From an optimization exercise on the open Yosys and OpenROAD flow, aimed at small area and a short achievable clock period; shortcuts taken in it are not production practice.
At most, simulation tests tie the RTL to the original design; equivalence was not proved.
For runs 2 and 3, only the layout was checked, not whether the RTL still works.
Power and IR drop assume default switching activity.

==> design/flow/design.v <==
package vss_pkg;
  localparam int unsigned COUNT_WIDTH_DEF = 32;
  localparam int unsigned PROB_WIDTH_DEF  = 16;
  localparam int unsigned WIN_WIDTH       = 16;
  localparam int unsigned CFG_IDX_WIDTH   = 3;
  localparam logic [31:0] THRESH_RESET      = 32'd32768;
  localparam logic [31:0] GAP_RESET         = 32'd9830;
  localparam logic [WIN_WIDTH-1:0] WIN_RESET = 16'd1024;
  localparam logic [31:0] MIN_SIL_RESET     = 32'd0;
  localparam logic [31:0] SPLIT_PAUSE_RESET = 32'd1568;
  localparam logic [31:0] MIN_SPEECH_RESET  = 32'd1024;
  typedef enum logic [CFG_IDX_WIDTH-1:0] {
    CFG_THRESHOLD   = 3'd0,
    CFG_GAP         = 3'd1,
    CFG_WINDOW      = 3'd2,
    CFG_MIN_SILENCE = 3'd3,
    CFG_SPLIT_PAUSE = 3'd4,
    CFG_MIN_SPEECH  = 3'd5,
    CFG_MAX_SPEECH  = 3'd6
  } vss_cfg_idx_e;
  typedef enum logic [1:0] {
    REASON_SILENCE = 2'd0,
    REASON_SPLIT   = 2'd1,
    REASON_EOS     = 2'd2
  } vss_reason_e;
  typedef enum logic {
    KIND_PROB = 1'b0,
    KIND_EOS  = 1'b1
  } vss_kind_e;
endpackage
import vss_pkg::*;
module vss_cmp #(
  parameter int unsigned N = 32
) (
  input  logic [N-1:0] a_i,
  input  logic [N-1:0] nb_i,
  output logic         gt_o,
  output logic         lt_o
);
  if (N == 1) begin : g_leaf
    assign gt_o = a_i[0] & nb_i[0];
    assign lt_o = ~(a_i[0] | nb_i[0]);
  end else begin : g_node
    localparam int unsigned L = N / 2;
    logic gt_h, lt_h, gt_l, lt_l;
    vss_cmp #(.N(N - L)) u_h (.a_i(a_i[N-1:L]), .nb_i(nb_i[N-1:L]), .gt_o(gt_h), .lt_o(lt_h));
    vss_cmp #(.N(L))     u_l (.a_i(a_i[L-1:0]), .nb_i(nb_i[L-1:0]), .gt_o(gt_l), .lt_o(lt_l));
    assign gt_o = gt_h | (~lt_h & gt_l);
    assign lt_o = lt_h | (~gt_h & lt_l);
  end
endmodule
module vss_diff_cmp #(
  parameter int unsigned N = 32
) (
  input  logic [N-1:0] nx_i,       
  input  logic [N-1:0] y_i,
  input  logic [N-1:0] k_i,
  input  logic         borrow_i,   
  output logic         gt_o,       
  output logic         ge_o        
);
  logic [N-1:0] sp, cp;
  logic         z_gt, z_lt, c_top, s_gt, s_ge;
  assign sp = nx_i ^ (y_i ^ k_i);   
  assign cp = (nx_i & y_i) | (nx_i & k_i) | (y_i & k_i);
  vss_cmp #(.N(N)) u_cmp (.a_i({cp[N-2:0], 1'b0}), .nb_i(sp), .gt_o(z_gt), .lt_o(z_lt));
  assign c_top = ~cp[N-1];
  assign s_gt  = z_lt;    
  assign s_ge  = ~z_gt;   
  assign gt_o  = (c_top & s_gt) | (c_top & borrow_i) | (s_gt & borrow_i);
  assign ge_o  = (c_top & s_ge) | (c_top & borrow_i) | (s_ge & borrow_i);
endmodule
module vss_core #(
  parameter int unsigned COUNT_WIDTH = COUNT_WIDTH_DEF,
  parameter int unsigned PROB_WIDTH  = PROB_WIDTH_DEF
) (
  input  logic                   clk_i,
  input  logic                   rst_ni,
  input  logic                   step_i,
  input  logic                   kind_i,
  input  logic [PROB_WIDTH-1:0]  prob_i,
  input  logic [COUNT_WIDTH-1:0] stream_len_i,
  input  logic [PROB_WIDTH-1:0]  thresh_n_i,   
  input  logic [PROB_WIDTH-1:0]  gap_i,
  input  logic [WIN_WIDTH-1:0]   window_d_i,   
  input  logic [COUNT_WIDTH-1:0] min_sil_i,
  input  logic [COUNT_WIDTH-1:0] split_pause_i,
  input  logic [COUNT_WIDTH-1:0] min_speech_i,
  input  logic [COUNT_WIDTH-1:0] max_speech_i,
  output logic                   res_valid_o,
  output logic [1:0]             res_reason_o,
  output logic [COUNT_WIDTH-1:0] res_start_o,      
  output logic [COUNT_WIDTH-1:0] res_end_o         
);
  logic                   in_speech_q, sil_valid_q, pause_valid_q, resumed_q, sil_lt_open_q;
  logic [COUNT_WIDTH-1:0] count_q, next_nq, next_q, open_q, resume_q, sil_q, pend_q;
  logic [COUNT_WIDTH-1:0] count_d, sil_s;
  logic is_speech, is_silence, split_hit, long_pause, sil_ok, speech_ok;
  logic spk_gt, spk_lt, sil_gt, sil_lt;
  logic b_open, b_sil, b_run;
  logic max_gt, max_ge, sp_gt, sp_ge, msil_gt, msil_ge, msp_gt, msp_ge;
  logic [PROB_WIDTH-1:0] psn, pcn;
  logic [COUNT_WIDTH-1:0] next_n, sil_s_n;
  logic win, silence_br, resuming, res_valid;
  logic wr_open, wr_resume, wr_sil, wr_pend;
  vss_cmp #(.N(PROB_WIDTH)) u_spk (.a_i(prob_i), .nb_i(thresh_n_i), .gt_o(spk_gt), .lt_o(spk_lt));
  assign is_speech = !spk_lt;
  assign psn = thresh_n_i ^ (prob_i ^ gap_i);
  assign pcn = (thresh_n_i & prob_i) | (thresh_n_i & gap_i) | (prob_i & gap_i);
  vss_cmp #(.N(PROB_WIDTH)) u_sil (
    .a_i({pcn[PROB_WIDTH-2:0], 1'b0}), .nb_i(psn), .gt_o(sil_gt), .lt_o(sil_lt)
  );
  assign is_silence = ~pcn[PROB_WIDTH-1] & sil_lt;
  assign sil_s   = sil_valid_q ? sil_q : next_q;
  assign sil_s_n = ~sil_s;
  assign next_q  = ~next_nq;
  assign next_n  = next_nq;
  logic unused_b, unused_c;
  vss_cmp #(.N(COUNT_WIDTH)) u_b_open (.a_i(open_q), .nb_i(next_nq), .gt_o(b_open), .lt_o(unused_b));
  vss_cmp #(.N(COUNT_WIDTH)) u_b_sil (.a_i(sil_q), .nb_i(next_nq), .gt_o(b_sil), .lt_o(unused_c));
  assign b_run = sil_valid_q ? sil_lt_open_q : b_open;
  vss_diff_cmp #(.N(COUNT_WIDTH)) u_max (
    .nx_i(next_n), .y_i(open_q), .k_i(max_speech_i), .borrow_i(b_open), .gt_o(max_gt), .ge_o(max_ge)
  );
  vss_diff_cmp #(.N(COUNT_WIDTH)) u_sp (
    .nx_i(next_n), .y_i(sil_q), .k_i(split_pause_i), .borrow_i(b_sil), .gt_o(sp_gt), .ge_o(sp_ge)
  );
  vss_diff_cmp #(.N(COUNT_WIDTH)) u_msil (
    .nx_i(next_n), .y_i(sil_q), .k_i(min_sil_i), .borrow_i(b_sil), .gt_o(msil_gt), .ge_o(msil_ge)
  );
  vss_diff_cmp #(.N(COUNT_WIDTH)) u_msp (
    .nx_i(sil_s_n), .y_i(open_q), .k_i(min_speech_i), .borrow_i(b_run), .gt_o(msp_gt), .ge_o(msp_ge)
  );
  assign split_hit  = in_speech_q && (max_speech_i != '1) && max_gt;
  assign long_pause = sil_valid_q && sp_gt;
  assign sil_ok     = sil_valid_q ? msil_ge : (min_sil_i == '0);
  assign speech_ok  = msp_gt;
  assign win        = !kind_i;
  assign silence_br = win && !split_hit && is_silence && in_speech_q;
  assign resuming   = pause_valid_q && resumed_q;
  always_comb begin
    res_valid    = 1'b0;
    res_reason_o = REASON_SILENCE;
    if (kind_i == KIND_EOS) begin
      res_valid    = in_speech_q;
      res_reason_o = REASON_EOS;
    end else if (split_hit && !is_speech) begin
      res_valid    = 1'b1;
      res_reason_o = REASON_SPLIT;
    end else if (silence_br) begin
      res_valid = sil_ok && speech_ok;
    end
  end
  assign res_valid_o = res_valid;
  assign wr_open   = win && is_speech && !in_speech_q;
  assign wr_resume = win && is_speech && sil_valid_q && pause_valid_q && !resumed_q;
  assign wr_sil    = kind_i || !sil_valid_q;
  assign wr_pend   = silence_br && long_pause || res_valid && !(win && split_hit && pause_valid_q);
  always_ff @(posedge clk_i) begin
    if (step_i) begin
      if (wr_open || win && !is_speech && split_hit && resuming)
        open_q <= resuming ? resume_q : count_q;
      if (wr_resume || res_valid)
        resume_q <= wr_resume ? count_q : open_q;
      if (wr_sil) begin
        sil_q         <= next_q;
        sil_lt_open_q <= b_open;
      end
      if (wr_pend)
        pend_q <= kind_i ? stream_len_i : ((win && split_hit) ? next_q : sil_s);
    end
  end
  assign res_start_o = resume_q;
  assign res_end_o   = pend_q;
  assign count_d = !step_i ? count_q : (kind_i ? '0 : next_q);
  logic [WIN_WIDTH:0]               next_lo;
  logic [COUNT_WIDTH-WIN_WIDTH-1:0] count_hi_inc;
  logic [COUNT_WIDTH-1:0]           next_d;
  assign next_lo      = {1'b0, count_d[WIN_WIDTH-1:0]} + {1'b0, window_d_i};
  assign count_hi_inc = count_d[COUNT_WIDTH-1:WIN_WIDTH] + 1'b1;
  assign next_d       = {next_lo[WIN_WIDTH] ? count_hi_inc : count_d[COUNT_WIDTH-1:WIN_WIDTH],
                         next_lo[WIN_WIDTH-1:0]};
  always_ff @(posedge clk_i or negedge rst_ni) begin
    if (!rst_ni) begin
      count_q <= '0;
      next_nq <= ~(COUNT_WIDTH'(WIN_RESET));
    end else begin
      count_q <= count_d;
      next_nq <= ~next_d;
    end
  end
  always_ff @(posedge clk_i or negedge rst_ni) begin
    if (!rst_ni) begin
      in_speech_q   <= 1'b0;
      sil_valid_q   <= 1'b0;
      pause_valid_q <= 1'b0;
      resumed_q     <= 1'b0;
    end else if (step_i) begin
      if (kind_i) begin
        in_speech_q   <= 1'b0;
        sil_valid_q   <= 1'b0;
        pause_valid_q <= 1'b0;
        resumed_q     <= 1'b0;
      end else if (is_speech) begin
        in_speech_q <= 1'b1;
        sil_valid_q <= 1'b0;
        if (sil_valid_q && pause_valid_q) resumed_q <= 1'b1;
      end else if (split_hit) begin
        in_speech_q   <= resuming;
        sil_valid_q   <= 1'b0;
        pause_valid_q <= 1'b0;
        resumed_q     <= 1'b0;
      end else if (silence_br) begin
        if (res_valid) begin
          in_speech_q   <= 1'b0;
          sil_valid_q   <= 1'b0;
          pause_valid_q <= 1'b0;
          resumed_q     <= 1'b0;
        end else begin
          sil_valid_q <= 1'b1;
          if (long_pause) begin
            pause_valid_q <= 1'b1;
            resumed_q     <= 1'b0;
          end
        end
      end
    end
  end
endmodule
import vss_pkg::*;
module vad_speech_segmenter #(
  parameter int unsigned COUNT_WIDTH = COUNT_WIDTH_DEF,
  parameter int unsigned PROB_WIDTH  = PROB_WIDTH_DEF,
  localparam int unsigned CfgWidth   = (COUNT_WIDTH > PROB_WIDTH) ? COUNT_WIDTH : PROB_WIDTH
) (
  input  logic                     clk_i,
  input  logic                     rst_ni,
  input  logic                     cfg_we_i,
  input  logic [CFG_IDX_WIDTH-1:0] cfg_idx_i,
  input  logic [CfgWidth-1:0]      cfg_data_i,
  input  logic                     in_valid_i,
  output logic                     in_stall_o,
  input  logic                     kind_i,
  input  logic [PROB_WIDTH-1:0]    speech_prob_i,
  input  logic [COUNT_WIDTH-1:0]   stream_length_i,
  output logic                     out_valid_o,
  input  logic                     out_stall_i,
  output logic [COUNT_WIDTH-1:0]   seg_start_o,
  output logic [COUNT_WIDTH-1:0]   seg_end_o,
  output logic [1:0]               end_reason_o
);
  logic [PROB_WIDTH-1:0]  thresh_nq, gap_q;   
  logic [WIN_WIDTH-1:0]   window_q;
  logic [COUNT_WIDTH-1:0] min_sil_q, split_pause_q, min_speech_q, max_speech_q;
  logic                   in_valid_q;
  logic                   kind_q;
  logic [COUNT_WIDTH-1:0] payload_q;
  logic                   out_valid_q;
  logic [1:0]             reason_q;
  logic                   advance;
  logic [WIN_WIDTH-1:0]   window_d;
  logic                   res_valid;
  logic [1:0]             res_reason;
  logic [COUNT_WIDTH-1:0] res_start, res_end;
  assign advance    = in_valid_q && (!out_valid_q || !out_stall_i);
  assign in_stall_o = in_valid_q && out_valid_q && out_stall_i;
  always_ff @(posedge clk_i or negedge rst_ni) begin
    if (!rst_ni) begin
      thresh_nq     <= ~(PROB_WIDTH'(THRESH_RESET));
      gap_q         <= PROB_WIDTH'(GAP_RESET);
      window_q      <= WIN_RESET;
      min_sil_q     <= COUNT_WIDTH'(MIN_SIL_RESET);
      split_pause_q <= COUNT_WIDTH'(SPLIT_PAUSE_RESET);
      min_speech_q  <= COUNT_WIDTH'(MIN_SPEECH_RESET);
      max_speech_q  <= '1;
    end else if (cfg_we_i) begin
      case (cfg_idx_i)
        CFG_THRESHOLD:   thresh_nq     <= ~cfg_data_i[PROB_WIDTH-1:0];
        CFG_GAP:         gap_q         <= cfg_data_i[PROB_WIDTH-1:0];
        CFG_WINDOW:      window_q      <= cfg_data_i[WIN_WIDTH-1:0];
        CFG_MIN_SILENCE: min_sil_q     <= cfg_data_i[COUNT_WIDTH-1:0];
        CFG_SPLIT_PAUSE: split_pause_q <= cfg_data_i[COUNT_WIDTH-1:0];
        CFG_MIN_SPEECH:  min_speech_q  <= cfg_data_i[COUNT_WIDTH-1:0];
        CFG_MAX_SPEECH:  max_speech_q  <= cfg_data_i[COUNT_WIDTH-1:0];
        default: ;
      endcase
    end
  end
  assign window_d = (cfg_we_i && cfg_idx_i == CFG_WINDOW) ? cfg_data_i[WIN_WIDTH-1:0] : window_q;
  always_ff @(posedge clk_i or negedge rst_ni) begin
    if (!rst_ni) begin
      in_valid_q <= 1'b0;
    end else if (!in_stall_o) begin
      in_valid_q <= in_valid_i;
    end
  end
  always_ff @(posedge clk_i) begin
    if (!in_stall_o) begin
      kind_q    <= kind_i;
      payload_q <= kind_i ? stream_length_i
                          : {stream_length_i[COUNT_WIDTH-1:PROB_WIDTH], speech_prob_i};
    end
  end
  vss_core #(
    .COUNT_WIDTH(COUNT_WIDTH),
    .PROB_WIDTH (PROB_WIDTH)
  ) u_core (
    .clk_i          (clk_i),
    .rst_ni         (rst_ni),
    .step_i         (advance),
    .kind_i         (kind_q),
    .prob_i         (payload_q[PROB_WIDTH-1:0]),
    .stream_len_i   (payload_q),
    .thresh_n_i     (thresh_nq),
    .gap_i          (gap_q),
    .window_d_i     (window_d),
    .min_sil_i      (min_sil_q),
    .split_pause_i  (split_pause_q),
    .min_speech_i   (min_speech_q),
    .max_speech_i   (max_speech_q),
    .res_valid_o    (res_valid),
    .res_reason_o   (res_reason),
    .res_start_o    (res_start),
    .res_end_o      (res_end)
  );
  always_ff @(posedge clk_i or negedge rst_ni) begin
    if (!rst_ni) begin
      out_valid_q <= 1'b0;
    end else if (advance) begin
      out_valid_q <= res_valid;
    end else if (!out_stall_i) begin
      out_valid_q <= 1'b0;
    end
  end
  always_ff @(posedge clk_i) begin
    if (advance) reason_q <= res_reason;
  end
  assign out_valid_o  = out_valid_q;
  assign seg_start_o  = res_start;
  assign seg_end_o    = res_end;
  assign end_reason_o = reason_q;
endmodule
==> design/flow/run.sh <==
#!/bin/bash
# synth_recipe.tcl (not shown) runs the flow's synth.tcl, then flattens the netlist and writes it again
# the make line also repeats each setting of config.mk as NAME=value (left out here)
make -C /OpenROAD-flow-scripts/flow DESIGN_CONFIG=/design/flow/config.mk WORK_HOME=/design/flow/orfs CLKGATE_MAP_FILE= SYNTH_SCRIPT=/design/flow/synth_recipe.tcl finish
==> design/flow/config.mk <==
export PLATFORM = sky130hd
export DESIGN_NAME = vad_speech_segmenter
export DESIGN_NICKNAME = vad_speech_segmenter
export VERILOG_FILES = /design/flow/design.v
export SDC_FILE = /design/flow/constraint.sdc
export NUM_CORES = 4
export LEC_CHECK = 0
export CAP_MARGIN = 20
export CORE_MARGIN = 2
export CORE_UTILIZATION = 55
export CTS_BUF_LIST = sky130_fd_sc_hd__clkbuf_8
export CTS_CLUSTER_DIAMETER = 50
export CTS_CLUSTER_SIZE = 16
export SETUP_SLACK_MARGIN = 5
export SLEW_MARGIN = 20
==> design/flow/constraint.sdc <==
create_clock -name core_clock -period 9.5 [get_ports {clk_i}]
set_input_delay 1.9000 -clock core_clock [delete_from_list [all_inputs] [get_ports {clk_i}]]
set_output_delay 1.9000 -clock core_clock [all_outputs]
set_load 0.01 [all_outputs]
==> flow_summary.toml, run 1 <==
[layout]
fin_nets = 2597
fill_cells = 3635
area_growth_pct = 15.90
antennaDiodeCount = 0
drive_gt1_share_pct = 24.73
layout_common_cells = "mux2_2, nand2_1, edfxtp_1"
final_common_cell = "mux2_2"

[worst_setup_path]
rrSetupSlack_ns = 4.97
cp_max_fo = 8
worstSetupEndpointType = "flop"
critPathArrivalTime_ns = 5.16
start_kind = "input port"
crit_type = "in -> reg"
worst_ep_required_time_ns = 10.10

[timing]
min_period_over_period_pct = 47.94
maxSlewHeadroom_pct = 30.75
layout_setup_ws_ns = 4.946
finalSetupViolCount = 0
min_period_ns = 4.554
clock.fmax_mhz = 219.6
hold_violations = 0
setup_tns_ns = 0
drv_slew = 0
skew_ns = 0.02955
worstMarginPinSlew_ns = 1.029
rsz0062_at_grt = "true"

[outcome]
status = "timing/DRC/antenna clean"

[min_path]
hp-class = "reg -> reg"

[power_and_ir_drop]
power.density_nw_per_um2 = 280.4
max-vdd-ir-drop_uv = 164.5
power.leakage_nw = 11.50

[placed_design]
post-place-ws_ns = 3.282
portBuffers = 156
gp_congestion = 0.9230
dpl.hpwl_mm = 54.54

[detailed_routing]
routed_wl_mm = 77.04
antenna_left = 0
route.detailed.drc = 0
vias = 19061
first_pass_iters = 5
drt_iter0_drc = 1504
wl_per_cell_um = 25.80
viasPerCell = 6.383

[synth]
synth_seq_cells = 410
seq_area_frac_synth_pct = 44.77
ys_warn_count = 2
synthTopCellsByArea = "edfxtp_1, dfrtp_1, mux2_2"
netlist_area_um2 = 25000
synthCells = 2177
async_reset_ff_share_pct = 60.00
synth_top_cell_area_share_pct = 19.70
ys.flop_type = "edfxtp_1"
syn_nets = 2427
synth_edf_count = 164
postSynthAreaPerCell_um2 = 11.48
synth_area_leader_cell = "edfxtp_1"
ys_types = 91

[clock_tree]
hold_buffers = 0
cts_tree = "done"
cts-buffers-inserted = 47
htreeDepth = 2
path_clk_slew_ns = 0.10
clk_latency_ns = 0.68
ctsLongestPathBuffers = 3
clockRootBuffer = "clkbuf_8"
cts.sinks = 410

[grt]
grt_pass1_vias = 19004
gr-usage-all-layers_pct = 33.06
grt_pass1_wl_mm = 116.7
grt_max_degree = 142
grt-ovfl-total = 0
antenna_found_initial = 2

[run]
maxCapViolations = 0

[die]
io_pins = 157
num_rows = 78
die_x_um = 217.2
die_y_um = 217.2
core-area_um2 = 45090
die_area_um2 = 47180
start_util_pct = 55.45
## critical path, stage by stage
cell	delay, ns
clkdlybuf4s50_1	0.67
mux2_4	0.23
ha_4	0.13
inv_2	0.04
fa_2	0.40
nor2b_2	0.13
o21ai_2	0.08
a21oi_2	0.16
o21ai_2	0.10
a21boi_2	0.17
o2111ai_2	0.14
nand4b_1	0.20
a41o_4	0.27
and4_4	0.24
nand4_1	0.10
xnor2_1	0.19
## worst paths after layout
check | start | depth (start not counted) | end
min reg2reg | thresh_nq[0] | 2 | thresh_nq[0]
max in group asynchronous | rst_ni | 2 | min_speech_q[6]
max reg2reg | u_core.next_nq[19] | 13 | u_core.resume_q[25]
max | cfg_data_i[0] | 16 | u_core.next_nq[29]
min | thresh_nq[0] | 2 | thresh_nq[0]
min in group asynchronous | rst_ni | 1 | split_pause_q[20]
## cells in the mapped netlist, types with 32 or more instances
master / count
ha_1: 47
nor2_1: 89
dfrtp_1: 156
o31ai_1: 44
inv_1: 95
dfstp_2: 90
clkbuf_1: 54
o21ai_0: 120
nand2_1: 187
fa_1: 114
a21oi_1: 106
o22ai_1: 37
mux2_2: 255
maj3_1: 32
edfxtp_1: 164
mux2i_1: 43
## per-stage QoR
step | util, % | power (mW) | instance area, µm² | instances | hold slack (ns)
global route | 64.27 | 8.601 | 28980 | 2986 | 0.5217
detailed placement | 60.47 | 6.483 | 27270 | 2870 | 0.4899
CTS | 63.67 | 8.029 | 28710 | 2977 | 0.5025
floorplan | - | 5.241 | 25200 | 2177 | 0.4480
finish | 64.27 | 8.126 | 28980 | 2986 | 0.5007
global placement | 60.47 | 6.380 | 27270 | 2870 | 0.4836
## state kept, by name, summed over array words and instances, names as in the netlist, 2 cells and up
signal           cells
max_speech_q        32
min_sil_q           32
min_speech_q        32
payload_q           32
split_pause_q       32
u_core.count_q      32
u_core.next_nq      32
u_core.open_q       32
u_core.pend_q       32
u_core.resume_q     32
u_core.sil_q        32
gap_q               16
thresh_nq           16
window_q            16
reason_q             2
## power breakdown
| part | switching (mW) | total (mW) | internal (mW) |
|---|---|---|---|
| logic | 2.19 | 3.86 | 1.66 |
| clock network | 0.775 | 1.38 | 0.608 |
| registers | 0.549 | 2.89 | 2.34 |
## cells by family (layout without fill, tap and decap cells)
kind of cell               count (synthesis)  in the layout  synth area share [%]
AOI/OAI and AO/OA                        568            568                 15.22
and+or+nand+nor                          477            478                 9.148
DFF                                      410            410                 44.77
muxes                                    298            298                 13.21
adders and majority gates                196            196                 12.91
buffers and inverters                    179            387                 3.038
xor gates and xnor gates                  49             49                 1.716
## metal layers
metal	vias to the layer above	part of all wire (%)	global-route usage [%]
li1	8499	-	-
met5	-	0	0
met2	690	48	55.06
met3	141	6.3	4.109
met4	0	4.3	13.93
met1	9731	41	43.92
## final cells by class
type	instances	area [µm²]	share of cell area, %
multi-input combinational	1589	13550	46.76
sequential	410	11210	38.67
timing repair buffer	201	2039	7.038
tap	600	750.7	2.591
clock buffer	53	729.5	2.517
inverter	98	384.1	1.326
clock inverter	35	317.8	1.097
## timing repair
| action | CTS | global route |
|---|---|---|
| buffers inserted | 17 | 9 |
| cloned | 2 | 0 |
| endpoints found under the hold margin | 0 | 0 |
| pin swaps | 20 | 23 |
| resized for setup | 80 | 43 |
| setup endpoints to repair | 181 | 132 |
==> inputs of run 2 (changes only) <==
--- a/design/flow/design.v
+++ b/design/flow/design.v
@@ -185,3 +185,3 @@
       count_q <= '0;
-      next_nq <= ~(COUNT_WIDTH'(WIN_RESET));
+      next_nq <= ~COUNT_WIDTH'(WIN_RESET);
     end else begin
@@ -268,3 +268,3 @@
     if (!rst_ni) begin
-      thresh_nq     <= ~(PROB_WIDTH'(THRESH_RESET));
+      thresh_nq     <= ~PROB_WIDTH'(THRESH_RESET);
       gap_q         <= PROB_WIDTH'(GAP_RESET);
==> flow_summary.toml, run 2 <==
[outcome]
status = "timing/DRC/antenna clean"

[synth]
ys_types = 91
synth_most_common_cell = "mux2_2"
postSynthAreaPerCell_um2 = 11.46
synthCells = 2177
seq_area_frac_synth_pct = 44.65
syn_nets = 2427
ys_warn_count = 2
synth_edf_count = 164
synth_top_cell_area_share_pct = 20.06
synth_area_leader_cell = "dfrtp_1"
ys.flop_type = "dfrtp_1"
netlist_area_um2 = 24950
async_reset_ff_share_pct = 60.00
synthTopCellsByArea = "dfrtp_1, edfxtp_1, mux2_2"
synth.top_cells.by_count = "mux2_2, dfrtp_1, nand2_1"
synth_seq_cells = 410

[layout]
final_common_cell = "mux2_2"
area_growth_pct = 17.00
seq_area_um2 = 11160
drive_gt1_share_pct = 24.10
multi_input_area_um2 = 13600
fill_cells = 3641
stdcell_count = 3007
final_core_util_pct = 64.74
antennaDiodeCount = 0
finish.instance_area_um2 = 29190
layout_common_cells = "mux2_2, dfrtp_1, nand2_1"
fin_nets = 2619

[worst_setup_path]
worst_ep_required_time_ns = 10.10
start_kind = "input port"
slowest_delay_ns = 0.40
crit_chain = "buf_12, nor4bb_4, buf_12, mux2_4, ha_4, inv_2, fa_2, nor2b_2, o21ai_2, a21oi_2, o21ai_2, a21boi_2, o2111ai_2, nand4b_1, a41o_4, buf_4, nand2_4, nor4_4, xnor2_1"
crit_type = "in -> reg"
worstSetupEndpointType = "flop"
r2r_cells = 13
rrSetupSlack_ns = 5.05
rr_startpoint = "u_core.sil_q[13]"
cp_max_fo = 5
critPathArrivalTime_ns = 5.14
crit_path_top_delay_cell = "fa_2"
rr_endpoint = "u_core.pend_q[0]"

[grt]
antenna_found_initial = 2
grt-ovfl-total = 0
gr-usage-all-layers_pct = 33.15
grt_pass1_vias = 18927
grt_pass1_wl_mm = 116.7
grt_max_degree = 140

[detailed_routing]
vias = 19320
drt_iter0_drc = 1738
route.detailed.drc = 0
viasPerCell = 6.425
antenna_left = 0
wl_per_cell_um = 26.28
first_pass_iters = 5
routed_wl_mm = 79.04

[timing]
clock.fmax_mhz = 220.0
maxSlewHeadroom_pct = 31.29
drv_slew = 0
skew_ns = 0.03566
layout_setup_ws_ns = 4.955
whs_ns = 0.5077
hold_violations = 0
finalSetupViolCount = 0
min_period_over_period_pct = 47.84
setup_tns_ns = 0
worstMarginPinSlew_ns = 1.027
min_period_ns = 4.545
rsz0062_at_grt = "true"

[clock_tree]
clockRootBuffer = "clkbuf_8"
clk_latency_ns = 0.68
cts-buffers-inserted = 48
path_clk_slew_ns = 0.09
cts.sinks = 410
ctsLongestPathBuffers = 3
htreeDepth = 2
cts_tree = "done"

[min_path]
min_to = "thresh_nq[15]"
min_path_cells = 2
hp-start = "thresh_nq[15]"
hp-class = "reg -> reg"

[die]
num_rows = 78
die_x_um = 217.0
die_area_um2 = 47080
core-area_um2 = 45090
start_util_pct = 55.33
io_pins = 157
die_y_um = 217.0

[power_and_ir_drop]
max-vdd-ir-drop_uv = 178.4
power.density_nw_per_um2 = 280.1
total_power_mw = 8.175
power.leakage_nw = 11.70

[placed_design]
place_inst = 2867
dpl.hpwl_mm = 54.54
post-place-ws_ns = 3.220
portBuffers = 156
placed_area_um2 = 27200
gp_congestion = 0.9324

[run]
maxCapViolations = 0
==> run 2: cell types whose count changed in the layout (fill, tap and decap cells not counted), sizes merged, moves of 2 or more <==
cell and change:
clkdlybuf4s50 -2, clkinvlp +2, dfrtp +44, clkinv +2, inv -4, buf +18
dfstp -44
==> run 2: power by group <==
| group | internal, mW | switching (mW) | total, mW | leakage, nW |
|---|---|---|---|---|
| clock network | 0.625 | 0.764 | 1.39 | 0.549 |
| registers | 2.30 | 0.535 | 2.83 | 4.47 |
| logic | 1.71 | 2.24 | 3.95 | 6.68 |
| total | 4.63 | 3.54 | 8.18 | 11.7 |
==> run 2: final cells by class <==
class,count,area share (%)
Tap cell,600,2.572
Inverter,98,1.350
Multi-Input combinational cell,1590,46.60
Clock inverter,36,1.179
Sequential cell,410,38.23
Timing Repair Buffer,221,7.617
Clock buffer,52,2.452
==> run 2: how the worst max path moves through the flow <==
stage | startpoint | end | slack (ns) | depth (start not counted)
2_1_floorplan | out_stall_i | u_core.next_nq[29] | 4.29 | 22
3_3_place_gp | cfg_idx_i[1] | u_core.next_nq[29] | 3.33 | 18
6_report | cfg_idx_i[0] | u_core.next_nq[24] | 4.95 | 19
4_1_cts | cfg_data_i[0] | u_core.next_nq[29] | 4.96 | 16
5_1_grt | cfg_idx_i[0] | u_core.next_nq[24] | 4.81 | 19
3_5_place_dp | cfg_idx_i[1] | u_core.next_nq[29] | 3.22 | 18
==> run 2: cell families (layout without fill, tap and decap cells) <==
family / Yosys count / in the layout / synth area share [%]
buffers and inverters: 179 / 407 / 3.044
AND/OR/NAND/NOR: 477 / 479 / 9.168
multiplexers: 298 / 298 / 13.24
AO/OA/AOI/OAI: 568 / 568 / 15.25
XOR/XNOR: 49 / 49 / 1.720
flip-flops: 410 / 410 / 44.65
adder cells (fa/ha/maj): 196 / 196 / 12.93
==> run 2: layer usage <==
metal | wire length [µm] | GRT usage [%] | vias to the layer above
li1 | - | - | 8563
met1 | 32480 | 44.50 | 9837
met2 | 37710 | 53.90 | 734
met3 | 4968 | 4.584 | 186
met4 | 3881 | 14.95 | 0
met5 | 0 | 0 | -
==> run 2: worst max-delay path, delay by kind of cell <==
kind	cells	cell delay [ns]
simple gates	5	0.99
compound gates	6	0.94
fa+ha+maj	2	0.53
buf+inv	4	0.45
mux	1	0.16
xor+xnor	1	0.15
==> run 2: repair_timing <==
action | 4_1_cts | 5_1_grt
cloned | 3 | 4
pin swaps | 23 | 31
setup endpoints to repair | 155 | 176
hold buffers | 0 | 0
resized for setup | 75 | 66
hold endpoints to repair | 0 | 0
buffers inserted | 20 | 25
==> inputs of run 3 (changes only) <==
--- a/design/flow/config.mk
+++ b/design/flow/config.mk
@@ -10,5 +10,2 @@
 export CORE_UTILIZATION = 55
-export CTS_BUF_LIST = sky130_fd_sc_hd__clkbuf_8
-export CTS_CLUSTER_DIAMETER = 50
-export CTS_CLUSTER_SIZE = 16
 export SETUP_SLACK_MARGIN = 5
==> flow_summary.toml, run 3 <==
[outcome]
status = "timing/DRC/antenna clean"

[detailed_routing]
vias = 19365
antenna_left = 0
top_layer = "met4"
met3WireLength_mm = 5.033
wl_per_cell_um = 26.45
first_pass_iters = 5
drt_iter0_drc = 1760
viasPerCell = 6.421
wl_met2_mm = 37.98
route.detailed.drc = 0
met1_length_mm = 32.63
routed_wl_mm = 79.76

[timing]
min_period_over_period_pct = 48.42
whs_ns = 0.5018
finalSetupViolCount = 0
maxSlewHeadroom_pct = 30.12
hold_violations = 0
skew_ns = 0.01319
min_period_ns = 4.600
rsz0062_at_grt = "true"
worstMarginPinSlew_ns = 1.045
layout_setup_ws_ns = 4.900
setup_tns_ns = 0
drv_slew = 0
clock.fmax_mhz = 217.4

[grt]
grt_pass1_wl_mm = 117.7
grt_pass1_vias = 19020
grt_max_degree = 140
gr-usage-all-layers_pct = 33.51
grt-ovfl-total = 0
antenna_found_initial = 1

[synth]
postSynthAreaPerCell_um2 = 11.46
async_reset_ff_share_pct = 60.00
ys.flop_type = "dfrtp_1"
netlist_area_um2 = 24950
synth_area_leader_cell = "dfrtp_1"
synth_edf_count = 164
ys_warn_count = 2
synth_seq_cells = 410
ys_types = 91
synthTopCellsByArea = "dfrtp_1, edfxtp_1, mux2_2"
synth_top_cell_area_share_pct = 20.06
syn_nets = 2427
synth_most_common_cell = "mux2_2"
synthCells = 2177
synth.top_cells.by_count = "mux2_2, dfrtp_1, nand2_1"
seq_area_frac_synth_pct = 44.65

[die]
die_y_um = 217.0
die_x_um = 217.0
die_area_um2 = 47080
start_util_pct = 55.33
core-area_um2 = 45090
io_pins = 157
num_rows = 78

[clock_tree]
htreeDepth = 2
cts.sinks = 410
hold_buffers = 0
cts-buffers-inserted = 47
clockRootBuffer = "clkbuf_16"
clk_latency_ns = 0.60
ctsLongestPathBuffers = 3
path_clk_slew_ns = 0.06
cts_tree = "done"

[layout]
finish.instance_area_um2 = 29860
final_common_cell = "mux2_2"
area_growth_pct = 19.69
antennaDiodeCount = 0
stdcell_count = 3016
fin_nets = 2628
final_core_util_pct = 66.23
fill_cells = 3564
layout_common_cells = "mux2_2, dfrtp_1, nand2_1"
drive_gt1_share_pct = 23.84

[placed_design]
post-place-ws_ns = 3.220
place_inst = 2867
placed_area_um2 = 27200
gp_congestion = 0.9324
dpl.hpwl_mm = 54.54
portBuffers = 156

[min_path]
hp-start = "window_q[9]"
min_path_cells = 1
hp-class = "reg -> reg"
min_to = "window_q[9]"

[worst_setup_path]
crit_path_top_delay_cell = "nor4bb_4"
crit_chain = "buf_12, nor4bb_4, buf_12, mux2_4, ha_4, inv_2, fa_2, nor2b_2, o21ai_2, a21oi_2, o21ai_2, a21boi_2, o2111ai_2, nand4b_1, a41o_4, and4_4, buf_4, nand2_1, xnor2_1"
cp_max_fo = 6
start_kind = "input port"
cp_top_family = "simple AND/OR/NAND/NOR gates"
rrSetupSlack_ns = 5.07
crit_type = "in -> reg"
slowest_delay_ns = 0.36
worstSetupEndpointType = "flop"
critPathArrivalTime_ns = 5.07
rr_endpoint = "u_core.pend_q[8]"
r2r_cells = 13
rr_startpoint = "u_core.sil_q[14]"
worst_ep_required_time_ns = 9.97
crit_buf_inv = 4

[power_and_ir_drop]
clockPowerShare_pct = 21.8
switching_share_pct = 40.90
total_power_mw = 8.761
netSwitchingPower_mw = 3.583
internal_power_mw = 5.178
power.leakage_nw = 11.98
max-vdd-ir-drop_uv = 185.8
power_frac_comb_pct = 45.9
power.density_nw_per_um2 = 293.4
seqPwrFrac_pct = 32.4

[run]
maxCapViolations = 0
-- run 3: cell counts after synthesis --
No cell type changed its count.
-- run 3: per-layer routing --
metal / up-vias / global-route usage (%)
met4: 0 / 15.91
met2: 764 / 54.56
met5: - / 0
met1: 9837 / 44.84
met3: 192 / 4.277
li1: 8572 / -
-- run 3: worst max path at each step --
stage,startpoint,end,slack (ns),depth (start not counted)
2_1_floorplan,out_stall_i,u_core.next_nq[29],4.29,22
3_3_place_gp,cfg_idx_i[1],u_core.next_nq[29],3.33,18
3_5_place_dp,cfg_idx_i[1],u_core.next_nq[29],3.22,18
4_1_cts,cfg_idx_i[2],u_core.next_nq[29],4.90,18
5_1_grt,cfg_idx_i[0],u_core.next_nq[29],4.72,18
6_report,cfg_idx_i[0],u_core.next_nq[23],4.90,19
-- run 3: area by class of cell --
| class | instances | area (µm²) | area share, % |
|---|---|---|---|
| Sequential cell | 410 | 11160 | 37.36 |
| Clock inverter | 21 | 231.5 | 0.7752 |
| Inverter | 98 | 394.1 | 1.320 |
| Clock buffer | 66 | 1363 | 4.563 |
| Timing Repair Buffer | 231 | 2359 | 7.898 |
| Tap cell | 600 | 750.7 | 2.514 |
| Multi-Input combinational cell | 1590 | 13610 | 45.57 |
-- run 3: repair_timing --
| action | in CTS | in global routing |
|---|---|---|
| setup endpoints to repair | 156 | 144 |
| gates resized for setup | 98 | 44 |
| buffers inserted | 23 | 31 |
| cloned | 4 | 3 |
| pin swaps | 26 | 30 |
-- run 3: logic make-up (layout without fill, tap and decap cells) --
| logic type | count (synthesis) | in the layout | synth area share, % |
|---|---|---|---|
| AOI/OAI and AO/OA | 568 | 568 | 15.25 |
| and+or+nand+nor | 477 | 479 | 9.168 |
| DFF | 410 | 410 | 44.65 |
| muxes | 298 | 298 | 13.24 |
| adders and majority gates | 196 | 196 | 12.93 |
| buffers and inverters | 179 | 416 | 3.044 |
| xor gates and xnor gates | 49 | 49 | 1.720 |
-- run 3: power by group through the flow --
| stage | logic (mW) | registers [mW] | clock network (mW) |
|---|---|---|---|
| 2_1_floorplan | 2.54 | 2.67 | 0 |
| 3_3_place_gp | 3.47 | 2.86 | 0 |
| 3_5_place_dp | 3.56 | 2.87 | 0 |
| 4_1_cts | 3.79 | 2.83 | 1.93 |
| 5_1_grt | 4.33 | 2.89 | 2.00 |
| 6_report | 4.02 | 2.84 | 1.91 |
==> inputs of run 4 (changes only) <==
--- a/design/flow/design.v
+++ b/design/flow/design.v
@@ -185,3 +185,3 @@
       count_q <= '0;
-      next_nq <= ~COUNT_WIDTH'(WIN_RESET);
+      next_nq <= ~(COUNT_WIDTH'(WIN_RESET));
     end else begin
@@ -268,3 +268,3 @@
     if (!rst_ni) begin
-      thresh_nq     <= ~PROB_WIDTH'(THRESH_RESET);
+      thresh_nq     <= ~(PROB_WIDTH'(THRESH_RESET));
       gap_q         <= PROB_WIDTH'(GAP_RESET);
==> design/flow/flow/run.sh (new file) <==
#!/bin/bash
# Layout: the standard flow (standard.sh) with one change: buffer_ports, which puts a
# buffer on every input and output port, uses sky130_fd_sc_hd__buf_1 cells instead of the
# cell it picks by itself (the delay buffer clkdlybuf4s50_1). make's full output goes to
# orfs_make.log here; each tool's own log is under orfs/logs/.
set -euo pipefail
bash standard.sh "BUFFER_PORTS_ARGS=-buffer_cell sky130_fd_sc_hd__buf_1" finish > orfs_make.log 2>&1
==> design/flow/standard.sh (new file) <==
#!/bin/bash
# synth_recipe.tcl (not shown) runs the flow's synth.tcl, then flattens the netlist and writes it again
# the make line also repeats each setting of config.mk as NAME=value (left out here)
make -C /OpenROAD-flow-scripts/flow DESIGN_CONFIG=/design/flow/config.mk WORK_HOME=/design/flow/orfs CLKGATE_MAP_FILE= SYNTH_SCRIPT=/design/flow/synth_recipe.tcl "${@:-finish}"
--- a/design/flow/config.mk
+++ b/design/flow/config.mk
@@ -10,2 +10,5 @@
 export CORE_UTILIZATION = 55
+export CTS_BUF_LIST = sky130_fd_sc_hd__clkbuf_4
+export CTS_CLUSTER_DIAMETER = 40
+export CTS_CLUSTER_SIZE = 12
 export SETUP_SLACK_MARGIN = 5
removed: design/flow/run.sh
==> flow_summary.toml, run 4 <==
[power_and_ir_drop]
total_power_mw = 8.214
power.leakage_nw = 11.27
max-vdd-ir-drop_uv = 156.3
power.density_nw_per_um2 = 290.1

[worst_setup_path]
cp-startpoint = "u_core.next_nq[25]"
start_kind = "flop"
crit_path_top_delay_cell = "dfstp_2"
critPathArrivalTime_ns = 5.03
cp_top_family = "compound AO/OA/AOI/OAI gates"
slowest_delay_ns = 0.61
r2r_cells = 14
crit_type = "reg -> reg"
worst_ep_required_time_ns = 10.07
cp.depth = 14
worstSetupEndpointType = "flop"
crit_chain = "buf_12, fa_1, o211a_1, a221oi_1, o21ai_0, o31ai_1, a211oi_1, or4_1, a21oi_1, nor2_1, nor2_1, a221o_1, a21o_4, buf_12"
crit_buf_inv = 2
critPathCapture = "u_core.pend_q[29]"
rr_startpoint = "u_core.next_nq[25]"
cp_max_fo = 9
rr_endpoint = "u_core.pend_q[29]"
rrSetupSlack_ns = 5.04

[synth]
synth_edf_count = 164
async_reset_ff_share_pct = 60.00
synthTopCellsByArea = "edfxtp_1, dfrtp_1, mux2_2"
synth.top_cells.by_count = "mux2_2, nand2_1, edfxtp_1"
synth_area_leader_cell = "edfxtp_1"
syn_nets = 2427
ys_warn_count = 2
synthCells = 2177
ys.flop_type = "edfxtp_1"
ys_types = 91
synth_most_common_cell = "mux2_2"
netlist_area_um2 = 25000
seq_area_frac_synth_pct = 44.77
synth_seq_cells = 410
postSynthAreaPerCell_um2 = 11.48
synth_top_cell_area_share_pct = 19.70

[grt]
antenna_found_initial = 3
grt-ovfl-total = 0
gr-usage-all-layers_pct = 34.08
grt_pass1_vias = 19003
grt_pass1_wl_mm = 118.8
grt_max_degree = 80

[layout]
layout_common_cells = "mux2_2, nand2_1, edfxtp_1"
fin_nets = 2658
final_core_util_pct = 62.80
drive_gt1_share_pct = 26.60
area_growth_pct = 13.25
final_common_cell = "mux2_2"
stdcell_count = 3075

[timing]
maxSlewHeadroom_pct = 33.00
setup_tns_ns = 0
min_period_over_period_pct = 46.92
min_period_ns = 4.458
hold_violations = 0
finalSetupViolCount = 0
clock.fmax_mhz = 224.3
worstMarginPinSlew_ns = 1.005
rsz0062_at_grt = "false"
skew_ns = 0.07503
drv_slew = 0

[detailed_routing]
route.detailed.drc = 0
met3WireLength_mm = 4.817
top_layer = "met4"
wl_per_cell_um = 25.97
vias = 19424
wl_met2_mm = 37.99
met1_length_mm = 33.20
antenna_left = 0
first_pass_iters = 6
viasPerCell = 6.317
routed_wl_mm = 79.85
drt_iter0_drc = 1478

[placed_design]
gp_congestion = 0.8987
dpl.hpwl_mm = 55.60
place_inst = 2875
portBuffers = 156

[clock_tree]
cts.sinks = 410
htreeDepth = 3
hold_buffers = 0
ctsLongestPathBuffers = 3
clockRootBuffer = "clkbuf_4"
cts-buffers-inserted = 70
cts_tree = "done"
clk_latency_ns = 0.92
path_clk_slew_ns = 0.09

[run]
maxCapViolations = 0

[die]
num_rows = 78
die_x_um = 217.2
die_y_um = 217.2
start_util_pct = 55.45
io_pins = 157
core-area_um2 = 45090
die_area_um2 = 47180

[outcome]
status = "timing/DRC/antenna clean"

[min_path]
hp-class = "reg -> reg"
[run 4: changes by cell type in the layout (fill, tap and decap cells not counted), moves of 12 or more]
| cell | before | now |
|---|---|---|
| buf_1 | 0 | 149 |
| dfrtp_1 | 186 | 155 |
| clkbuf_16 | 52 | 0 |
| clkdlybuf4s50_1 | 147 | 0 |
| dfstp_2 | 46 | 87 |
| dfrtp_2 | 14 | 1 |
| clkbuf_4 | 1 | 85 |
| clkbuf_1 | 12 | 0 |
[run 4: logic make-up after synthesis]
family	synth area share (%)
compound gates	15.22
xor+xnor	1.716
fa+ha+maj	12.91
buf+inv	3.038
flops	44.77
mux	13.21
simple gates	9.148
[run 4: worst min path at each step]
stage / startpoint / endpoint / slack, ns / depth (start not counted)
floorplan: kind_q / reason_q[1] / 0.45 / 0
global placement: thresh_nq[0] / thresh_nq[0] / 0.49 / 2
detailed placement: window_q[12] / window_q[12] / 0.49 / 1
CTS: window_q[11] / window_q[11] / 0.51 / 1
global route: window_q[1] / window_q[1] / 0.53 / 1
finish: window_q[1] / window_q[1] / 0.51 / 1
[run 4: what timing repair did]
action,4_1_cts,5_1_grt
setup buffers,22,36
pin swaps,5,21
gates cloned,3,0
endpoints found under the setup margin,145,129
hold endpoints to repair,0,0
gates resized for setup,38,39
[run 4: final cells by class]
| cell class | instances | area, µm² |
|---|---|---|
| Timing Repair Buffer | 238 | 1345 |
| Clock buffer | 83 | 623.1 |
| Inverter | 98 | 384.1 |
| Antenna cell | 9 | 22.52 |
| Sequential cell | 410 | 11210 |
| Multi-Input combinational cell | 1590 | 13490 |
| Clock inverter | 47 | 493.0 |
| Tap cell | 600 | 750.7 |
| Fill cell | 3785 | 16770 |
[run 4: power by group]
| part | leakage (nW) | internal [mW] | switching, mW |
|---|---|---|---|
| logic | 6.19 | 1.61 | 2.28 |
| registers | 4.46 | 2.33 | 0.527 |
| clock network | 0.615 | 0.671 | 0.790 |
[run 4: stage by stage]
| step | area, µm² | hold WS (ns) | worst slack, ns |
|---|---|---|---|
| floorplan | 25200 | 0.4480 | 4.320 |
| global placement | 26310 | 0.4854 | 3.689 |
| detailed placement | 26320 | 0.4916 | 3.636 |
| CTS | 27850 | 0.5150 | 5.007 |
| global route | 28310 | 0.5304 | 4.929 |
| finish | 28310 | 0.5135 | 5.042 |
[run 4: layer usage]
metal	up-vias	global-route usage (%)
met4	0	15.64
met2	683	55.07
met1	9873	45.06
li1	8683	-
met3	185	5.968
met5	-	0
==> inputs of run 5 (changes only) <==
--- a/design/flow/config.mk
+++ b/design/flow/config.mk
@@ -9,6 +9,7 @@
 export CORE_MARGIN = 2
-export CORE_UTILIZATION = 55
+export CORE_UTILIZATION = 65
 export CTS_BUF_LIST = sky130_fd_sc_hd__clkbuf_4
-export CTS_CLUSTER_DIAMETER = 40
-export CTS_CLUSTER_SIZE = 12
+export CTS_CLUSTER_DIAMETER = 35
+export CTS_CLUSTER_SIZE = 10
+export PLACE_DENSITY = 0.75
 export SETUP_SLACK_MARGIN = 5
==> flow_summary.toml, run 5 <==
[die]
start_util_pct = 66.22
die_x_um = 200.1
die_area_um2 = 40050
io_pins = 157
die_y_um = 200.1
core-area_um2 = 37760
num_rows = 71

[synth]
netlist_area_um2 = 25000
postSynthAreaPerCell_um2 = 11.48
synthCells = 2177
synthTopCellsByArea = "edfxtp_1, dfrtp_1, mux2_2"
synth-xor-area-share_pct = 1.716
synth_edf_count = 164
synth_area_leader_cell = "edfxtp_1"
syn_nets = 2427
synth_compound_area_share_pct = 15.22
ys_warn_count = 2
synth_most_common_cell = "mux2_2"
synth.top_cells.by_count = "mux2_2, nand2_1, edfxtp_1"
synth_top_family_by_area = "compound AO/OA/AOI/OAI gates"
ys.flop_type = "edfxtp_1"
synth_top_cell_area_share_pct = 19.70
synth-adder-area-share_pct = 12.91
synth-simple-area-share_pct = 9.148
synthMuxAreaShare_pct = 13.21
seq_area_frac_synth_pct = 44.77
async_reset_ff_share_pct = 60.00
ys_types = 91
synth_seq_cells = 410

[power_and_ir_drop]
max-vdd-ir-drop_uv = 210.5
clockPowerShare_pct = 19.7
netSwitchingPower_mw = 3.587
seqPwrFrac_pct = 34.2
power.leakage_nw = 11.35
switching_share_pct = 42.60
internal_power_mw = 4.834
power_frac_comb_pct = 46.1
power.density_nw_per_um2 = 296.1

[layout]
drive_gt1_share_pct = 26.97
area_growth_pct = 13.76
multi_input_area_um2 = 13560
final_common_cell = "mux2_2"
seq_area_um2 = 11210
fin_nets = 2653
finish.instance_area_um2 = 28440
layout_common_cells = "mux2_2, nand2_1, edfxtp_1"
fill_cells = 2601

[grt]
grt_pass1_wl_mm = 117.7
grt_max_degree = 161
grt-ovfl-total = 0
gr-usage-all-layers_pct = 38.80
antenna_found_initial = 6
grt_pass1_vias = 19821

[run]
maxCapViolations = 0

[detailed_routing]
viasPerCell = 6.658
vias = 19882
routed_wl_mm = 77.51
first_pass_iters = 5
route.detailed.drc = 0
drt_iter0_drc = 1753
wl_per_cell_um = 25.96
antenna_left = 0

[worst_setup_path]
crit_buf_inv = 1
cp_max_fo = 10
start_kind = "flop"
crit_type = "reg -> reg"
critPathArrivalTime_ns = 5.01
slowest_delay_ns = 0.54
crit_path_top_delay_cell = "edfxtp_1"
worst_ep_required_time_ns = 10.00
worstSetupEndpointType = "flop"
cp_top_family = "compound AO/OA/AOI/OAI gates"
cp_common_cell = "a221o_1"
crit_chain = "fa_1, a21o_1, a2111oi_4, nor4_2, a221o_1, maj3_2, o32ai_4, maj3_4, nand2_4, nor4b_2, a221o_1, a21o_4, buf_12"

[timing]
clock.fmax_mhz = 222.0
maxSlewHeadroom_pct = 29.56
skew_ns = 0.08512
setup_tns_ns = 0
min_period_over_period_pct = 47.42
finalSetupViolCount = 0
rsz0062_at_grt = "true"
drv_slew = 0
whs_ns = 0.5151
hold_violations = 0
worstMarginPinSlew_ns = 1.057
min_period_ns = 4.505

[placed_design]
gp_congestion = 0.9724
portBuffers = 156
dpl.hpwl_mm = 53.72
placed_area_um2 = 26190

[clock_tree]
ctsLongestPathBuffers = 3
htreeDepth = 3
cts.sinks = 410
path_clk_slew_ns = 0.09
cts_tree = "done"
hold_buffers = 0
clockRootBuffer = "clkbuf_4"
cts-buffers-inserted = 81
clk_latency_ns = 0.84

[min_path]
hp-class = "reg -> reg"

[outcome]
status = "timing/DRC/antenna clean"
run 5: cell counts after synthesis:
Identical to the previous run, type by type.
run 5: path summary, 6_finish.rpt:
| path | start | to | slack (ns) | cells after the start |
|---|---|---|---|---|
| setup / recovery | u_core.open_q[15] | u_core.pend_q[1] | 4.99 | 13 |
| hold / removal | window_q[8] | window_q[8] | 0.52 | 1 |
| setup reg to reg | u_core.open_q[15] | u_core.pend_q[1] | 4.99 | 13 |
| hold reg to reg | window_q[8] | window_q[8] | 0.52 | 1 |
| max in group asynchronous | rst_ni | min_sil_q[8] | 6.20 | 3 |
| min in group asynchronous | rst_ni | min_speech_q[17] | 1.16 | 1 |
run 5: through the flow:
step / std cells / power, mW / setup WS [ns] / utilization [%]
after global placement: 2783 / 6.223 / 3.771 / 69.38
after global routing: 2985 / 8.876 / 4.917 / 75.33
after floorplan: 2177 / 5.241 / 4.320 / -
final: 2986 / 8.421 / 4.995 / 75.33
after detailed placement: 2783 / 6.362 / 3.688 / 69.38
after CTS: 2953 / 8.207 / 4.995 / 74.17
run 5: kinds of logic after synthesis:
family,Yosys count
xor+xnor,49
mux,298
fa+ha+maj,196
flops,410
compound gates,568
buf+inv,179
simple gates,477
run 5: per-layer routing:
metal  up-vias  global-route usage [%]  share of wire, %
met5         -                       0             0.041
met4         4                   19.86               5.1
met3       217                   9.404               9.3
met2      1059                   60.66                47
met1      9930                   50.84                39
li1       8672                       -                 -
run 5: timing repair:
item,CTS,global route
resized for setup,38,60
gates cloned,3,0
pin swaps,8,24
setup buffers,18,26
setup endpoints to repair,144,158
run 5: power groups by stage:
stage	registers (mW)	clock network, mW	logic, mW
global route	2.92	1.77	4.18
CTS	2.86	1.68	3.66
finish	2.88	1.66	3.88
floorplan	2.70	0	2.54
detailed placement	2.90	0	3.46
global placement	2.88	0	3.34
run 5: area by class of cell:
class	count	share of cell area, %
Clock inverter	52	2.266
Sequential cell	410	39.43
Inverter	98	1.337
Antenna cell	6	0.05279
Clock buffer	97	2.560
Multi-Input combinational cell	1590	47.67
Timing Repair Buffer	222	4.439
Tap cell	511	2.248
==> inputs of run 6 (changes only) <==
--- a/design/flow/config.mk
+++ b/design/flow/config.mk
@@ -10,5 +10,5 @@
 export CORE_UTILIZATION = 65
-export CTS_BUF_LIST = sky130_fd_sc_hd__clkbuf_4
-export CTS_CLUSTER_DIAMETER = 35
-export CTS_CLUSTER_SIZE = 10
+export CTS_BUF_LIST = sky130_fd_sc_hd__clkbuf_8
+export CTS_CLUSTER_DIAMETER = 50
+export CTS_CLUSTER_SIZE = 16
 export PLACE_DENSITY = 0.75
==> flow_summary.toml, run 6 <==
[synth]
synth_area_leader_cell = "edfxtp_1"
ys_types = 91
ys.flop_type = "edfxtp_1"
postSynthAreaPerCell_um2 = 11.48
synth_edf_count = 164
synthCells = 2177
netlist_area_um2 = 25000
synthTopCellsByArea = "edfxtp_1, dfrtp_1, mux2_2"
seq_area_frac_synth_pct = 44.77
synth_top_cell_area_share_pct = 19.70
syn_nets = 2427
ys_warn_count = 2
synth.top_cells.by_count = "mux2_2, nand2_1, edfxtp_1"
synth_seq_cells = 410
async_reset_ff_share_pct = 60.00
synth_most_common_cell = "mux2_2"

[detailed_routing]
vias = 19632
viasPerCell = 6.735
wl_per_cell_um = 26.44
routed_wl_mm = 77.06
route.detailed.drc = 0
first_pass_iters = 7
drt_iter0_drc = 1964
antenna_left = 0

[die]
start_util_pct = 66.22
die_y_um = 200.1
die_x_um = 200.1
io_pins = 157
core-area_um2 = 37760
die_area_um2 = 40050
num_rows = 71

[worst_setup_path]
rrSetupSlack_ns = 5.00
worst_ep_required_time_ns = 9.90
rr_startpoint = "u_core.next_nq[18]"
start_kind = "flop"
r2r_cells = 13
cp_max_fo = 7
rr_endpoint = "u_core.pend_q[30]"
crit_type = "reg -> reg"
worstSetupEndpointType = "flop"
critPathArrivalTime_ns = 4.90
critPathCapture = "u_core.pend_q[30]"
cp-startpoint = "u_core.next_nq[18]"

[layout]
layout_common_cells = "mux2_2, nand2_1, edfxtp_1"
fill_cells = 2632
fin_nets = 2618
final_common_cell = "mux2_2"
drive_gt1_share_pct = 25.33
area_growth_pct = 12.64
antennaDiodeCount = 0

[placed_design]
dpl.hpwl_mm = 53.72
gp_congestion = 0.9724
portBuffers = 156

[clock_tree]
cts-buffers-inserted = 44
cts_tree = "done"
clockRootBuffer = "clkbuf_8"
path_clk_slew_ns = 0.09
htreeDepth = 2
ctsLongestPathBuffers = 3
hold_buffers = 0
clk_latency_ns = 0.67
cts.sinks = 410

[power_and_ir_drop]
max-vdd-ir-drop_uv = 176.6
power.density_nw_per_um2 = 290.0
power.leakage_nw = 11.23

[timing]
drv_slew = 0
skew_ns = 0.05461
setup_tns_ns = 0
min_period_ns = 4.503
clock.fmax_mhz = 222.1
rsz0062_at_grt = "true"
maxSlewHeadroom_pct = 31.69
whs_ns = 0.5156
min_period_over_period_pct = 47.40
finalSetupViolCount = 0
worstMarginPinSlew_ns = 1.016
hold_violations = 0

[outcome]
status = "timing/DRC/antenna clean"

[min_path]
hp-class = "reg -> reg"

[grt]
grt-ovfl-total = 0
antenna_found_initial = 0
grt_pass1_wl_mm = 117.0
gr-usage-all-layers_pct = 38.55
grt_max_degree = 161
grt_pass1_vias = 19630

[run]
maxCapViolations = 0
==> run 6: cell types whose count changed in the layout (fill, tap and decap cells not counted), moves of 5 or more <==
| cell | before | now |
|---|---|---|
| clkinvlp_4 | 6 | 1 |
| bufinv_16 | 13 | 4 |
| diode_2 | 6 | 0 |
| clkbuf_4 | 98 | 1 |
| clkinv_1 | 9 | 3 |
| clkbuf_8 | 0 | 48 |
| clkinv_2 | 8 | 2 |
| inv_8 | 0 | 6 |
| clkinv_4 | 10 | 3 |
| inv_6 | 3 | 9 |
==> run 6: report_power, final <==
group | switching (mW) | internal, mW | total [mW]
sequential | 0.538 | 2.34 | 2.87
clock | 0.756 | 0.624 | 1.38
combinational | 2.27 | 1.64 | 3.91
==> run 6: critical path, cell delays in order, from the launching register on <==
cell and delay, ns:
dfstp_2 0.60, buf_4 0.18, nor2_1 0.06, maj3_1 0.41, a221o_1 0.33, a211oi_1 0.48, a31oi_1 0.31, o21ai_1 0.38
maj3_4 0.31, and2_4 0.21, nor3_2 0.07, a221o_2 0.50, a21o_4 0.24, buf_12 0.15
==> run 6: metal layers <==
| layer | global-route usage (%) | vias to the layer above | wire [µm] |
|---|---|---|---|
| met5 | 0 | - | 0 |
| met4 | 18.28 | 0 | 3760 |
| met3 | 7.224 | 202 | 6624 |
| met2 | 61.40 | 1030 | 36280 |
| met1 | 51.57 | 9853 | 30400 |
| li1 | - | 8547 | - |
==> run 6: what timing repair did <==
action	CTS	global route
pin swaps	11	25
endpoints found under the setup margin	145	155
buffers inserted	17	30
gates cloned	3	0
hold endpoints to repair	0	0
resized for setup	38	71
==> run 6: cell families (layout without fill, tap and decap cells) <==
| logic type | Yosys count | count (layout) | share of synthesized area (%) |
|---|---|---|---|
| buffers and inverters | 179 | 404 | 3.038 |
| XOR/XNOR | 49 | 49 | 1.716 |
| adder cells (fa/ha/maj) | 196 | 196 | 12.91 |
| flip-flops | 410 | 410 | 44.77 |
| multiplexers | 298 | 298 | 13.21 |
| AND/OR/NAND/NOR | 477 | 478 | 9.148 |
| AO/OA/AOI/OAI | 568 | 569 | 15.22 |
==> run 6: worst min-delay path by stage <==
stage / end / depth (start not counted) / from / slack, ns
floorplan: reason_q[1] / 0 / kind_q / 0.45
global placement: window_q[11] / 1 / window_q[11] / 0.49
detailed placement: window_q[12] / 1 / window_q[12] / 0.49
CTS: window_q[4] / 1 / window_q[4] / 0.52
global route: window_q[8] / 1 / window_q[8] / 0.53
finish: window_q[15] / 1 / window_q[15] / 0.52
==> run 6: per-stage QoR <==
step	cell area [µm²]	cells	setup WS [ns]	util (%)	power [mW]
after floorplan	25200	2177	4.320	-	5.241
after global placement	26190	2783	3.771	69.38	6.223
after detailed placement	26190	2783	3.688	69.38	6.362
after CTS	27630	2885	4.975	73.18	7.887
after global routing	28160	2915	4.808	74.59	8.597
final	28160	2915	4.997	74.59	8.167
==> run 6: cell type report <==
type / instances / area (µm²) / area share, %
multi-input combinational: 1590 / 13590 / 48.26
clock inverter: 34 / 386.6 / 1.373
clock buffer: 48 / 660.6 / 2.346
sequential: 410 / 11210 / 39.82
timing repair buffer: 224 / 1289 / 4.576
tap: 511 / 639.4 / 2.270
inverter: 98 / 380.4 / 1.351
==> inputs of run 7 (changes only) <==
--- a/design/flow/config.mk
+++ b/design/flow/config.mk
@@ -9,3 +9,3 @@
 export CORE_MARGIN = 2
-export CORE_UTILIZATION = 65
+export CORE_UTILIZATION = 55
 export CTS_BUF_LIST = sky130_fd_sc_hd__clkbuf_8
@@ -13,3 +13,2 @@
 export CTS_CLUSTER_SIZE = 16
-export PLACE_DENSITY = 0.75
 export SETUP_SLACK_MARGIN = 5
==> flow_summary.toml, run 7 <==
[layout]
finish.instance_area_um2 = 28300
multi_input_area_um2 = 13520
drive_gt1_share_pct = 25.82
final_common_cell = "mux2_2"
seq_area_um2 = 11210
antennaDiodeCount = 0
area_growth_pct = 13.20
layout_common_cells = "mux2_2, nand2_1, edfxtp_1"
fill_cells = 3752
fin_nets = 2638

[clock_tree]
cts-buffers-inserted = 48
clockRootBuffer = "clkbuf_8"
cts_tree = "done"
clk_latency_ns = 0.68
hold_buffers = 0
ctsLongestPathBuffers = 3
path_clk_slew_ns = 0.09
cts.sinks = 410
htreeDepth = 2

[synth]
async_reset_ff_share_pct = 60.00
synthCells = 2177
synthTopCellsByArea = "edfxtp_1, dfrtp_1, mux2_2"
synth_top_cell_area_share_pct = 19.70
ys.flop_type = "edfxtp_1"
syn_nets = 2427
synth_edf_count = 164
ys_types = 91
synth_seq_cells = 410
seq_area_frac_synth_pct = 44.77
netlist_area_um2 = 25000
synth.top_cells.by_count = "mux2_2, nand2_1, edfxtp_1"
postSynthAreaPerCell_um2 = 11.48
synth_area_leader_cell = "edfxtp_1"
synth_most_common_cell = "mux2_2"
ys_warn_count = 2

[timing]
hold_violations = 0
clock.fmax_mhz = 222.0
finalSetupViolCount = 0
setup_tns_ns = 0
min_period_ns = 4.504
rsz0062_at_grt = "true"
skew_ns = 0.03813
drv_slew = 0
maxSlewHeadroom_pct = 30.28
min_period_over_period_pct = 47.41
worstMarginPinSlew_ns = 1.037

[grt]
grt_pass1_vias = 18795
grt_max_degree = 80
antenna_found_initial = 0
grt_pass1_wl_mm = 117.9
grt-ovfl-total = 0
gr-usage-all-layers_pct = 33.65

[run]
maxCapViolations = 0

[min_path]
hp-class = "reg -> reg"
min_to = "window_q[11]"
hp-start = "window_q[11]"
min_path_cells = 1

[worst_setup_path]
worst_ep_required_time_ns = 10.10
crit_type = "in -> reg"
critPathArrivalTime_ns = 5.10
slowest_delay_ns = 0.39
rr_endpoint = "u_core.pend_q[4]"
crit_path_top_delay_cell = "fa_2"
worstSetupEndpointType = "flop"
cp_max_fo = 4
crit_chain = "buf_12, nor4bb_4, buf_12, mux2_4, ha_4, inv_4, fa_2, nor2b_2, o21ai_2, a21oi_2, o21ai_2, a21boi_2, o2111ai_2, nand4b_1, a41o_4, and4_4, nand4_1, xnor2_1"
r2r_cells = 13
rrSetupSlack_ns = 5.06
rr_startpoint = "max_speech_q[16]"
start_kind = "input port"

[detailed_routing]
viasPerCell = 6.323
routed_wl_mm = 78.97
antenna_left = 0
drt_iter0_drc = 1565
wl_per_cell_um = 26.08
vias = 19146
first_pass_iters = 5
route.detailed.drc = 0

[power_and_ir_drop]
power.density_nw_per_um2 = 286.5
power.leakage_nw = 11.27
max-vdd-ir-drop_uv = 155.4

[placed_design]
gp_congestion = 0.8987
portBuffers = 156
dpl.hpwl_mm = 55.60
placed_area_um2 = 26320

[outcome]
status = "timing/DRC/antenna clean"

[die]
start_util_pct = 55.45
die_y_um = 217.2
die_x_um = 217.2
io_pins = 157
die_area_um2 = 47180
num_rows = 78
core-area_um2 = 45090
[run 7: cell counts after synthesis]
Identical to the previous run, type by type.
[run 7: repair_timing]
action,CTS,global route
pin swaps,15,23
hold endpoints to repair,0,0
endpoints found under the setup margin,148,122
cloned,3,0
setup buffers,24,36
resized for setup,49,42
[run 7: cells by family (layout without fill, tap and decap cells)]
kind of cell               count (synthesis)  in the layout  share of synthesized area, %
muxes                                    298            298                         13.21
xor gates and xnor gates                  49             49                         1.716
AOI/OAI and AO/OA                        568            569                         15.22
buffers and inverters                    179            428                         3.038
adders and majority gates                196            196                         12.91
DFF                                      410            410                         44.77
and+or+nand+nor                          477            478                         9.148
[run 7: worst max-delay path by stage]
stage | from | end | slack (ns) | depth (start not counted)
after floorplan | out_stall_i | u_core.next_nq[29] | 4.32 | 22
after global placement | cfg_idx_i[1] | u_core.next_nq[29] | 3.69 | 18
after detailed placement | cfg_idx_i[1] | u_core.next_nq[29] | 3.64 | 18
after CTS | cfg_idx_i[2] | u_core.next_nq[28] | 5.01 | 18
after global routing | cfg_idx_i[0] | u_core.next_nq[29] | 4.86 | 18
final | cfg_idx_i[0] | u_core.next_nq[29] | 5.00 | 18
[run 7: area by class of cell]
type / instances / area share (%)
Inverter: 98 / 1.348
Timing Repair Buffer: 240 / 4.916
Clock inverter: 40 / 1.291
Multi-Input combinational cell: 1590 / 47.77
Tap cell: 600 / 2.653
Sequential cell: 410 / 39.59
Clock buffer: 50 / 2.431
[run 7: routing by layer]
metal | up-vias | global-route usage [%] | wire, µm
met5 | - | 0 | 0
li1 | 8588 | - | -
met1 | 9711 | 45.28 | 32990
met3 | 153 | 4.067 | 4517
met4 | 0 | 14.13 | 3480
met2 | 694 | 55.48 | 37980
[run 7: worst max-delay path, delay by kind of cell]
| kind | cells | cell delay [ns] |
|---|---|---|
| AND/OR/NAND/NOR | 5 | 1.05 |
| buffers and inverters | 3 | 0.31 |
| XOR/XNOR | 1 | 0.17 |
| adder cells (fa/ha/maj) | 2 | 0.53 |
| AO/OA/AOI/OAI | 6 | 0.97 |
| multiplexers | 1 | 0.16 |
[run 7: report_power, final]
| part | internal, mW | switching (mW) |
|---|---|---|
| combinational | 1.61 | 2.26 |
| clock | 0.591 | 0.787 |
| sequential | 2.33 | 0.525 |
[run 7: through the flow]
stage / setup slack (ns) / power, mW / hold slack (ns) / utilization, % / instances
after floorplan: 4.320 / 5.241 / 0.4480 / - / 2177
after global placement: 3.689 / 6.348 / 0.4854 / 58.36 / 2875
after detailed placement: 3.636 / 6.439 / 0.4916 / 58.38 / 2875
after CTS: 5.005 / 7.992 / 0.5132 / 61.79 / 2992
after global routing: 4.863 / 8.564 / 0.5317 / 62.77 / 3028
final: 4.996 / 8.108 / 0.5115 / 62.77 / 3028

## static timing again, ports no longer ideal
How much do the figures lean on ideal ports? The routed layouts below were timed once more, with nothing changed but the port constraints.
Step 1 sets driving cells, clkbuf_16 on the clock port and buf_2 on the other inputs (assumed; they add their load-dependent delay and slew).
Step 2 also shifts input and output timing later by t, the mid clock arrival at the registers, as if the neighbouring blocks saw the same clock.
a / b / c = ideal / step 1 / step 2; a / b = the first two.
| run | t, ns | setup slack, ns | worst setup path after step 2 | worst slew at a driven data input, ns | cell pins on the clock port's net |
|---|---|---|---|---|---|
| run 1 | 0.718 | 4.946 / 4.964 / 4.247 | input to register | 0.06 | 1 |
| run 2 | 0.712 | 4.955 / 4.897 / 4.185 | input to register | 0.17 | 1 |
| run 3 | 0.648 | 4.900 / 4.854 / 4.206 | input to register | 0.16 | 1 |
| run 4 | 0.934 | 5.042 / 5.042 / 4.218 | input to register | 0.04 | 1 |
| run 5 | 0.854 | 4.995 / 4.995 / 4.334 | input to register | 0.04 | 1 |
| run 6 | 0.699 | 4.997 / 4.997 / 4.319 | input to register | 0.06 | 1 |
| run 7 | 0.716 | 4.996 / 4.994 / 4.278 | input to register | 0.06 | 1 |
After both steps setup and hold are still met in every run listed. For run 4, which loses most, drivers alone change the setup slack by 0.000 ns; drivers and shift together by -0.824 ns.
